From an optimization exercise on the open Yosys and OpenROAD flow, aimed at small area and a short achievable clock period; shortcuts taken in it are not production practice. Where RTL was checked, it was by simulation tests only, not by an equivalence proof against the original.

==> flow/design.v (excerpt) <==
module fpu_top
(
   input  logic        Clk_CI,
   input  logic        Rst_RBI,
   input  logic        enable,
   input  logic [31:0] operand_a,
   input  logic [31:0] operand_b,
   input  logic [1:0]  op,
   output logic [31:0] result,
   output logic        valid,
   output logic        of,
   output logic        uf,
   output logic        zero,
   output logic        ix,
   output logic        iv,
   output logic        inf
);
For scale: ~120 flip-flops, roughly 110 I/O pins, roughly 31000 µm² of cells after synthesis.
==> flow/config.mk <==
export PLATFORM = sky130hd
export DESIGN_NAME = fpu_top
export DESIGN_NICKNAME = fpu_top
export VERILOG_FILES = /design/flow/design.v
export SDC_FILE = /design/flow/constraint.sdc
export NUM_CORES = 4
export LEC_CHECK = 0
export CAP_MARGIN = 20
export CORE_MARGIN = 2
export CORE_UTILIZATION = 50
export SLEW_MARGIN = 20
export SYNTH_HIERARCHICAL = 1
==> flow/constraint.sdc <==
create_clock -name core_clock -period 18.0 [get_ports {Clk_CI}]
set_input_delay 3.6000 -clock core_clock [delete_from_list [all_inputs] [get_ports {Clk_CI}]]
set_output_delay 3.6000 -clock core_clock [all_outputs]
set_load 0.01 [all_outputs]
standard.sh (not shown) runs the stock make flow with config.mk's settings and CLKGATE_MAP_FILE= SYNTH_SCRIPT=/design/flow/synth_recipe.tcl, a recipe that flattens the netlist after the stock synthesis.
==> flow/flow/run.sh <==
#!/bin/bash
# The standard layout (standard.sh) with two changes in how it is made:
#  - ports are buffered with buf_2 rather than the default port buffer;
#  - timing repair aims past the clock period: repair_timing's setup margin is
#    raised so that the resizer also works on paths that already meet it.
# The constraints (constraint.sdc, the clock period) are not changed.
set -o pipefail
export BUFFER_PORTS_ARGS="-buffer_cell sky130_fd_sc_hd__buf_2"
export SETUP_SLACK_MARGIN=11
bash standard.sh > standard.log 2>&1
The starting point finished with timing, DRC and antenna clean.
Then changed:
--- a/flow/design.v
+++ b/flow/design.v
@@ -152,13 +152,19 @@
    end
 endmodule
 module fpu_fa (input logic a, input logic b, input logic c, output logic s, output logic co);
    assign s  = a ^ b ^ c;
    assign co = (a & b) | (a & c) | (b & c);
 endmodule
-module fpu_mult_path (input logic [22:0] a, input logic [22:0] b, output logic [47:0] p);
+module fpu_mult_path
+(
+   input  logic [22:0] a,
+   input  logic [22:0] b,
+   output logic [47:0] p,         
+   output logic        ones_mid   
+);
    logic pp1, pp2, pp3, pp4, pp5, pp6, pp7, pp8, pp9, pp10, pp11, pp12, pp13, pp14, pp15, pp16;
    logic pp17, pp18, pp19, pp20, pp21, pp22, pp23, pp24, pp25, pp26, pp27, pp28, pp29, pp30, pp31, pp32;
    logic pp33, pp34, pp35, pp36, pp37, pp38, pp39, pp40, pp41, pp42, pp43, pp44, pp45, pp46, pp47, pp48;
    logic pp49, pp50, pp51, pp52, pp53, pp54, pp55, pp56, pp57, pp58, pp59, pp60, pp61, pp62, pp63, pp64;
    logic pp65, pp66, pp67, pp68, pp69, pp70, pp71, pp72, pp73, pp74, pp75, pp76, pp77, pp78, pp79, pp80;
    logic pp81, pp82, pp83, pp84, pp85, pp86, pp87, pp88, pp89, pp90, pp91, pp92, pp93, pp94, pp95, pp96;
@@ -1752,12 +1758,16 @@
    logic n381_g, n381_p;
    assign n381_g = n285_g | (n285_p & n333_g);
    assign n381_p = n285_p & n333_p;
    logic [47:0] cy;
    assign cy = {n381_g, n378_g, n375_g, n372_g, n369_g, n366_g, n363_g, n360_g, n357_g, n354_g, n351_g, n348_g, n345_g, n342_g, n339_g, n336_g, n333_g, n330_g, n327_g, n324_g, n321_g, n318_g, n315_g, n312_g, n309_g, n306_g, n303_g, n300_g, n297_g, n294_g, n291_g, n288_g, n237_g, n234_g, n231_g, n228_g, n225_g, n222_g, n219_g, n216_g, n153_g, n150_g, n147_g, n144_g, n75_g, n72_g, n0_g, g0c};
    assign p = ~(p0 ^ {cy[46:0], 1'b1});
+   logic [47:0] tr, gr;
+   assign tr = xn ^ yn;
+   assign gr = ~(xn | yn);
+   assign ones_mid = p[24] & (&(tr[45:25] ^ gr[44:24]));
 endmodule
 module fpu_top
 (
    input  logic        Clk_CI,
    input  logic        Rst_RBI,
    input  logic        enable,
@@ -1864,20 +1874,20 @@
       ms1    <= ms_d;
       hs1    <= hs_d;
    end
    logic [47:0] prod;
    logic [25:0] add_t;
    logic        add_stk;
-   logic [9:0]  add_exp;
    logic [25:0] t_d;
-   logic        stk_d;
+   logic        prod_ones;
    fpu_mult_path mult_path0
    (
-      .a (mb1),
-      .b (ms1),
-      .p (prod)
+      .a        (mb1),
+      .b        (ms1),
+      .p        (prod),
+      .ones_mid (prod_ones)
    );
    logic [7:0]  add_e0;
    logic        add_swapped;
    logic        add_g255, add_g254, add_g253, add_l0, add_lm1, add_lm2;
    fpu_add_path add_path0
    (
@@ -1895,26 +1905,26 @@
       .g254       (add_g254),
       .g253       (add_g253),
       .l0         (add_l0),
       .lm1        (add_lm1),
       .lm2        (add_lm2)
    );
-   assign t_d   = mul1 ? prod[47:22] : add_t;
-   assign stk_d = mul1 ? (|prod[21:0]) : add_stk;
-   function automatic logic [3:0] round_info(input logic [25:0] t, input logic stk);
+   assign t_d = mul1 ? prod[47:22] : add_t;
+   function automatic logic [3:0] round_info(input logic [25:0] t, input logic stk,
+                                             input logic ones_mid);
       logic hi, rnd, inx, ones;
       hi   = t[25];
       rnd  = hi ? (t[1] & (stk | t[0] | t[2])) : (t[0] & (stk | t[1]));
       inx  = stk | t[0] | (hi & t[1]);
-      ones = (&t[23:2]) & (hi ? t[24] : t[1]);
+      ones = ones_mid & (hi ? t[24] : t[1]);
       round_info = {hi, rnd, inx, rnd & ones};
    endfunction
    logic [3:0]  ri_mul, ri_add;
    logic        hi, rnd_d, inx_d, c_d;
-   assign ri_mul = round_info(prod[47:22], |prod[21:0]);
-   assign ri_add = round_info(add_t, add_stk);
+   assign ri_mul = round_info(prod[47:22], |prod[21:0], prod_ones);
+   assign ri_add = round_info(add_t, add_stk, &add_t[23:2]);
    assign {hi, rnd_d, inx_d, c_d} = mul1 ? ri_mul : ri_add;
    logic [7:0]  ex_d;
    logic        g255_d, g254_d, g253_d, l0_d, lm1_d, lm2_d;
    assign ex_d   = mul1 ? exp1[7:0] : add_e0;
    assign g255_d = mul1 ? ($signed(exp1) >= $signed(10'd255)) : add_g255;
    assign g254_d = mul1 ? ($signed(exp1) >= $signed(10'd254)) : add_g254;
Non-clock buffer count drops by 121.
First-iteration DRC count falls by 15%.
Register-to-register slack gains 80 ps.
Area after synthesis rises by 0.95%.
Fmax rose by 1.2%.
Die area goes up by 0.94%.
Hold slack is better by 4.7 ps.
Wire length is lower by 3.4%.
Utilization is lower by 2.9 points.
No functional check of the RTL was part of the first run of this note.

what the ideal ports hide:
The results above use ideal ports. As a check the final layouts listed here were re-extracted and re-timed, cells and wires unchanged.
Step 1 sets driving cells, clkbuf_16 on the clock port and buf_2 on the other inputs (assumed; they add their load-dependent delay and slew).
Step 2 moves the port delays by t, midway between the first and last clock arrival at a register: inputs arrive t later, outputs are due t later. That takes back most of the time a late clock gives input paths.
a / b / c = ideal ports / drivers / drivers and shift; a / b = the first two.
run | shift t [ns] | setup slack, ns | hold slack, ns | worst setup path after step 2 | worst data-port slew with drivers (ns)
the first run | 0.508 | 11.053 / 11.053 / 10.864 | 0.349 / 0.349 / 0.349 | input to register | 0.04
the second run | 0.522 | 11.136 / 11.136 / 11.061 | 0.353 / 0.353 / 0.353 | input to register | 0.05
After both steps every run listed still meets setup and hold. For the first run, which loses most, drivers alone change the setup slack by 0.000 ns; drivers and shift together by -0.189 ns.
